Context: an optimization exercise on an open-source flow, tuned for small area. The choices shown serve that exercise and are no tape-out recipe. Function was checked by simulation only, so behaviour that the tests miss may differ from the original. Power and IR drop assume default switching activity.

## P
// risc16_top
module risc16_top
(
    input  logic      clk,
    input  logic      rst,
    input  logic [15:0] mem_rdata_i,
    output logic [7:0]  mem_addr_o,
    output logic [15:0] mem_wdata_o,
    output logic      mem_wr_o
);
Settings: LEC_CHECK=0, CAP_MARGIN=20, CORE_MARGIN=2, CORE_UTILIZATION=65, CTS_CLUSTER_DIAMETER=150, CTS_CLUSTER_SIZE=28, SLEW_MARGIN=20; clock period 8.0 ns.
run.sh (not shown) runs the stock make flow with config.mk's settings and CLKGATE_MAP_FILE= SYNTH_SCRIPT=/design/flow/synth_recipe.tcl, a recipe that flattens the netlist after the stock synthesis.
Inputs modified between P and Q:
--- a/flow/config.mk
+++ b/flow/config.mk
@@ -9,5 +9,5 @@
 export CORE_MARGIN = 2
-export CORE_UTILIZATION = 65
+export CORE_UTILIZATION = 40
 export CTS_CLUSTER_DIAMETER = 150
-export CTS_CLUSTER_SIZE = 28
+export CTS_CLUSTER_SIZE = 24
 export SLEW_MARGIN = 20
==> notes.md <==
- For Q and P, there was not a single run that failed to finish clean.
- The die of Q is larger than the one used in P.
- Comparing P with Q, the sequential power came out essentially unchanged.
- Going from P to Q, the worst setup slack was found to have gone down by 0.31 ns.
- The number of placement rows number comes out higher for Q vs P.
- The lower final critical-path required period came out of P.
- Any difference in required time at the worst-slack endpoint between P and Q is small enough to ignore.
- Number of nets in the finished design in Q is 2 above P.
- The design area of Q is higher than that of P.
Edits applied to the flow inputs when going from Q to R:
==> flow/flow/run.sh (new file) <==
#!/bin/bash
# Standard ORFS layout with two changes: ports are buffered with the smallest
# buffer, and clock tree synthesis uses larger sink clusters without dummy loads.
set -euo pipefail
bash standard.sh \
  "BUFFER_PORTS_ARGS=-buffer_cell sky130_fd_sc_hd__buf_1" \
  "CTS_ARGS=-sink_clustering_enable -repair_clock_nets -dont_use_dummy_load -sink_clustering_size 28 -sink_clustering_max_diameter 150" \
  finish > orfs_make.log 2>&1
==> flow/standard.sh (new file) <==
#!/bin/bash
# synth_recipe.tcl (not shown) runs the flow's synth.tcl, then flattens the netlist and writes it again
# the make line also repeats each setting of config.mk as NAME=value (left out here)
make -C /OpenROAD-flow-scripts/flow DESIGN_CONFIG=/design/flow/config.mk WORK_HOME=/design/flow/orfs CLKGATE_MAP_FILE= SYNTH_SCRIPT=/design/flow/synth_recipe.tcl "${@:-finish}"
--- a/flow/config.mk
+++ b/flow/config.mk
@@ -9,5 +9,3 @@
 export CORE_MARGIN = 2
-export CORE_UTILIZATION = 40
-export CTS_CLUSTER_DIAMETER = 150
-export CTS_CLUSTER_SIZE = 24
+export CORE_UTILIZATION = 65
 export SLEW_MARGIN = 20
removed: flow/run.sh
==> notes.md <==
- R went all the way through the flow, and no timing, DRC or antenna check failed.
- Total number of placement rows in R is 12 lower than in Q
- Setup WNS Q -> R: better
- Going from Q to R, the number of buffers created by CTS was found to have gone down by 2.
Setup changes, R to S
==> flow/run.sh (new file) <==
#!/bin/bash
# synth_recipe.tcl (not shown) runs the flow's synth.tcl, then flattens the netlist and writes it again
# the make line also repeats each setting of config.mk as NAME=value (left out here)
make -C /OpenROAD-flow-scripts/flow DESIGN_CONFIG=/design/flow/config.mk WORK_HOME=/design/flow/orfs CLKGATE_MAP_FILE= SYNTH_SCRIPT=/design/flow/synth_recipe.tcl finish
--- a/flow/config.mk
+++ b/flow/config.mk
@@ -9,3 +9,5 @@
 export CORE_MARGIN = 2
-export CORE_UTILIZATION = 65
+export CORE_UTILIZATION = 60
+export CTS_BUF_LIST = sky130_fd_sc_hd__clkbuf_4
+export CTS_CLUSTER_SIZE = 20
 export SLEW_MARGIN = 20
removed: flow/flow/run.sh
removed: flow/standard.sh
[summary]
Synthesis-to-finish area growth: S vs R up 11 points. Against R as the reference, S delivers a lower total iterations of the first detailed-routing run. Compared with R, S degrades global-route wire length before repair. Delta (S minus R): met1 capacity usage during global routing fell 2.3 points, net count reported at finish rose about 9%, via count of the first global-routing pass rose about 8%. R → S: count of input and output buffers essentially unchanged; final period demand of the worst path increased 0.17 ns. R → S: met1 layer wirelength in the final routing up 3.6%, area of the die grew by 1100 µm².

Setup of the baseline:
The RTL this note starts from:
==> flow/design.v <==
package isa_pkg;
    localparam int WORD_W   = 16;
    localparam int REG_AW   = 4;
    localparam int MEM_AW   = 8;
    localparam int IMM_W    = 8;
    localparam int NUM_REGS = 16;
    localparam int OPC_LSB = 12;
    localparam int RD_LSB  = 8;
    localparam int RP_LSB  = 4;
    localparam int RQ_LSB  = 0;
    typedef logic [WORD_W-1:0] word_t;      
    typedef logic [REG_AW-1:0] reg_addr_t;
    typedef logic [MEM_AW-1:0] mem_addr_t;  
    typedef logic [IMM_W-1:0]  imm_t;
    typedef enum logic [3:0] {
        ADD = 4'd0,  SUB = 4'd1,  AND = 4'd2,  OR  = 4'd3,
        XOR = 4'd4,  NOT = 4'd5,  SLA = 4'd6,  SRA = 4'd7,
        LI  = 4'd8,  LW  = 4'd9,  SW  = 4'd10, BIZ = 4'd11,
        BNZ = 4'd12, JAL = 4'd13, JMP = 4'd14, JR  = 4'd15
    } opcode_e;
    typedef enum logic [2:0] {
        ALU_ADD = 3'd0,
        ALU_SUB = 3'd1,
        ALU_AND = 3'd2,
        ALU_OR  = 3'd3,
        ALU_XOR = 3'd4,
        ALU_NOT = 3'd5,
        ALU_SLA = 3'd6,
        ALU_SRA = 3'd7
    } alu_op_e;
endpackage
package ctrl_pkg;
    typedef enum logic [1:0] {
        S_FETCH   = 2'd0,
        S_DECODE  = 2'd1,
        S_EXECUTE = 2'd2
    } state_e;
    typedef enum logic [1:0] {
        PC_HOLD = 2'd0,
        PC_INC  = 2'd1,
        PC_REL  = 2'd2,  
        PC_ABS  = 2'd3   
    } pc_op_e;
    typedef enum logic [1:0] {
        WB_ALU  = 2'd0,
        WB_MEM  = 2'd1,
        WB_IMM  = 2'd2,
        WB_LINK = 2'd3
    } wb_sel_e;
endpackage
module alu
(
    input  logic [3:0] op_i,
    input  logic       a_i,       
    input  logic       b_i,       
    input  logic       a_next_i,  
    input  logic       c_i,       
    input  logic       first_i,   
    input  logic       imm_bit_i,
    input  logic       mem_bit_i,
    input  logic       last_i,    
    input  logic       high_i,    
    output logic       y_o,
    output logic       cout_o
);
    logic arith;
    logic b;
    logic cin;
    logic sum;
    assign arith = (op_i == isa_pkg::ADD) || (op_i == isa_pkg::SUB) ||
                   (op_i == isa_pkg::SLA) || (op_i == isa_pkg::JAL);
    always_comb begin
        case (op_i)
            isa_pkg::SUB: b = ~b_i;
            isa_pkg::SLA: b = a_i;
            isa_pkg::NOT: b = 1'b1;
            isa_pkg::JAL: b = 1'b0;
            default:      b = b_i;
        endcase
    end
    always_comb begin
        if (arith && !first_i) begin
            cin = c_i;
        end else begin
            cin = (op_i == isa_pkg::SUB) || (op_i == isa_pkg::JAL) || (op_i == isa_pkg::OR);
        end
    end
    assign sum    = a_i ^ b ^ cin;
    assign cout_o = (a_i & b) | (a_i & cin) | (b & cin);
    always_comb begin
        case (op_i)
            isa_pkg::AND, isa_pkg::OR: y_o = cout_o;
            isa_pkg::SRA: y_o = last_i ? 1'b0 : a_next_i;
            isa_pkg::LI:  y_o = imm_bit_i;
            isa_pkg::LW:  y_o = mem_bit_i;
            isa_pkg::JAL: y_o = high_i ? 1'b0 : sum;
            default:      y_o = sum;  
        endcase
    end
endmodule
module reg_file
(
    input  logic        clk,
    input  logic [15:0] we_i,     
    input  logic        wbit_i,
    input  logic [3:0]  p_addr_i,
    input  logic [3:0]  q_addr_i,
    output logic        p_bit_o,  
    output logic        q_bit_o   
);
    logic [15:0] tap1;
    logic [15:0] tap0;
    for (genvar k = 0; k < 16; k++) begin : g_reg
        logic [15:0] bits_q;
        always_ff @(posedge clk) begin
            bits_q <= {we_i[k] ? wbit_i : bits_q[0], bits_q[15:1]};
        end
        assign tap1[k] = bits_q[1];
        assign tap0[k] = bits_q[0];
    end
    assign p_bit_o = tap1[p_addr_i];
    assign q_bit_o = tap0[q_addr_i];
endmodule
module risc16_top
(
    input  logic      clk,
    input  logic      rst,
    input  logic [15:0] mem_rdata_i,
    output logic [7:0]  mem_addr_o,
    output logic [15:0] mem_wdata_o,
    output logic      mem_wr_o
);
    logic [3:0]  ph_q;
    logic        clr_q;
    logic [7:0]  pc_q;
    logic [15:0] ir_q;
    logic [15:0] t_q;      
    logic        pd_q;     
    logic        c_q;
    logic        s15_q;
    logic ph15;
    logic ph14;
    assign ph15 = (ph_q == 4'd15);
    assign ph14 = (ph_q == 4'd14);
    always_ff @(posedge clk or posedge rst) begin
        if (rst) begin
            ph_q  <= 4'd0;
            clr_q <= 1'b1;
        end else begin
            ph_q <= ph_q + 4'd1;
            if (ph15) clr_q <= 1'b0;
        end
    end
    always_ff @(posedge clk) begin
        if (ph15) ir_q <= mem_rdata_i;
    end
    logic [3:0] op;
    logic [3:0] rd;
    logic [3:0] rq;
    logic [7:0] imm;
    assign op  = ir_q[15:12];
    assign rd  = ir_q[11:8];
    assign rq  = ir_q[3:0];
    assign imm = ir_q[7:0];
    logic [11:0] src;
    logic [3:0]  src_op;
    logic [3:0]  p_addr;
    assign src    = ph15 ? mem_rdata_i[15:4] : ir_q[15:4];
    assign src_op = src[11:8];
    assign p_addr = (src_op == isa_pkg::SW || src_op == isa_pkg::BIZ || src_op == isa_pkg::BNZ)
                    ? src[7:4] : src[3:0];
    logic        p_bit;
    logic        q_bit;
    logic [15:0] we;
    logic        wbit;
    logic        y;
    logic        wen;
    reg_file u_reg_file (
        .clk      (clk),
        .we_i     (we),
        .wbit_i   (wbit),
        .p_addr_i (p_addr),
        .q_addr_i (rq),
        .p_bit_o  (p_bit),
        .q_bit_o  (q_bit)
    );
    always_ff @(posedge clk) begin
        pd_q  <= p_bit;
        t_q   <= {p_bit, t_q[15:1]};
        s15_q <= mem_rdata_i[15];
    end
    logic a;
    logic pc_bit;
    logic imm_bit;
    logic mem_bit;
    logic cout;
    logic is_jal;
    assign is_jal  = (op == isa_pkg::JAL);
    assign pc_bit  = pc_q[0];
    assign a       = is_jal ? pc_bit : pd_q;
    assign imm_bit = ph_q[3] ? imm[7] : imm[ph_q[2:0]];
    assign mem_bit = ph15 ? s15_q : mem_rdata_i[ph_q];
    alu u_alu (
        .op_i      (op),
        .a_i       (a),
        .b_i       (q_bit),
        .a_next_i  (p_bit),
        .c_i       (c_q),
        .first_i   (ph_q == 4'd0),
        .imm_bit_i (imm_bit),
        .mem_bit_i (mem_bit),
        .last_i    (ph15),
        .high_i    (ph_q[3]),
        .y_o       (y),
        .cout_o    (cout)
    );
    always_ff @(posedge clk) begin
        c_q <= cout;
    end
    assign wen  = (op <= isa_pkg::LW) || is_jal;
    assign wbit = y & ~clr_q;
    always_comb begin
        for (int k = 0; k < 16; k++) begin
            we[k] = clr_q || (wen && rd == 4'(k));
        end
    end
    logic       zero;
    logic       taken;
    logic       is_jr;
    logic [7:0] npc;
    assign zero  = (t_q == 16'h0000);
    assign taken = ~clr_q && ((op == isa_pkg::JMP) || is_jal ||
                              (op == isa_pkg::BIZ && zero) || (op == isa_pkg::BNZ && !zero));
    assign is_jr = ~clr_q && (op == isa_pkg::JR);
    logic [7:0] pc;
    assign pc    = {pc_q[0], pc_q[7:1]};
    assign npc   = is_jr ? t_q[7:0] : pc + (taken ? imm : {7'd0, ~clr_q});
    always_ff @(posedge clk or posedge rst) begin
        if (rst) begin
            pc_q <= 8'h00;
        end else if (ph15) begin
            pc_q <= npc;
        end else begin
            pc_q <= {pc_q[0], pc_q[7:1]};
        end
    end
    assign mem_addr_o  = ph15 ? npc : imm;
    assign mem_wdata_o = {p_bit, t_q[15:1]};
    assign mem_wr_o    = ph14 && (op == isa_pkg::SW) && ~clr_q;
endmodule
clock: 8.0 ns
lec_check: 0
cap_margin: 20
core_margin: 2
core_utilization: 65
slew_margin: 20
standard.sh (not shown) runs the stock make flow with config.mk's settings and CLKGATE_MAP_FILE= SYNTH_SCRIPT=/design/flow/synth_recipe.tcl, a recipe that flattens the netlist after the stock synthesis.
==> flow/flow/run.sh <==
#!/bin/bash
# Standard ORFS layout with two changes: ports are buffered with the smallest
# buffer, and clock tree synthesis uses larger sink clusters without dummy loads.
set -euo pipefail
bash standard.sh \
  "BUFFER_PORTS_ARGS=-buffer_cell sky130_fd_sc_hd__buf_1" \
  "CTS_ARGS=-sink_clustering_enable -repair_clock_nets -dont_use_dummy_load -sink_clustering_size 28 -sink_clustering_max_diameter 150 -root_buf sky130_fd_sc_hd__clkbuf_8 -tree_buf sky130_fd_sc_hd__clkbuf_8" \
  finish > orfs_make.log 2>&1
Edits applied to the flow inputs when going from the baseline to the candidate:
Settings: putting ABC_AREA at 1 where nothing was set.
Findings:
Worst-case vdd ir drop essentially unchanged between the baseline and the candidate.
Total half-perimeter wirelength after legalization and detailed placement in the candidate vs the baseline: up 1100 µm
The setup slack of the candidate is larger than that of the baseline.

-- re-timing with driven ports --
How much do the figures lean on ideal ports? The routed layouts below were timed once more, with nothing changed but the port constraints. Step 1 (the two cells are an assumption about what drives the block):
set clk [get_ports {clk}]
set_driving_cell -lib_cell sky130_fd_sc_hd__clkbuf_16 $clk
set_driving_cell -lib_cell sky130_fd_sc_hd__buf_2 [delete_from_list [all_inputs] $clk]
Step 2 also shifts input and output timing later by t, the mid clock arrival at the registers, as if the neighbouring blocks saw the same clock. a / b / c = ideal / step 1 / step 2; a / b = the first two.
| run | shift t [ns] | setup WS [ns] | latest minus earliest clock arrival (ns) | worst register clock-pin slew, ns |
|---|---|---|---|---|
| P | 0.514 | 1.726 / 1.687 / 1.893 | 0.020 / 0.019 | 0.11 / 0.11 |
| Q | 0.529 | 1.417 / 1.375 / 1.862 | 0.016 / 0.016 | 0.10 / 0.10 |
| R | 0.504 | 1.924 / 1.883 / 2.388 | 0.035 / 0.035 | 0.10 / 0.10 |
| S | 0.669 | 1.757 / 1.720 / 1.939 | 0.038 / 0.038 | 0.08 / 0.08 |
| the baseline | 0.534 | 2.046 / 2.009 / 2.543 | 0.039 / 0.039 | 0.11 / 0.11 |
| the candidate | 0.536 | 2.674 / 2.638 / 3.174 | 0.025 / 0.025 | 0.11 / 0.11 |
After both steps every run listed still meets setup and hold.
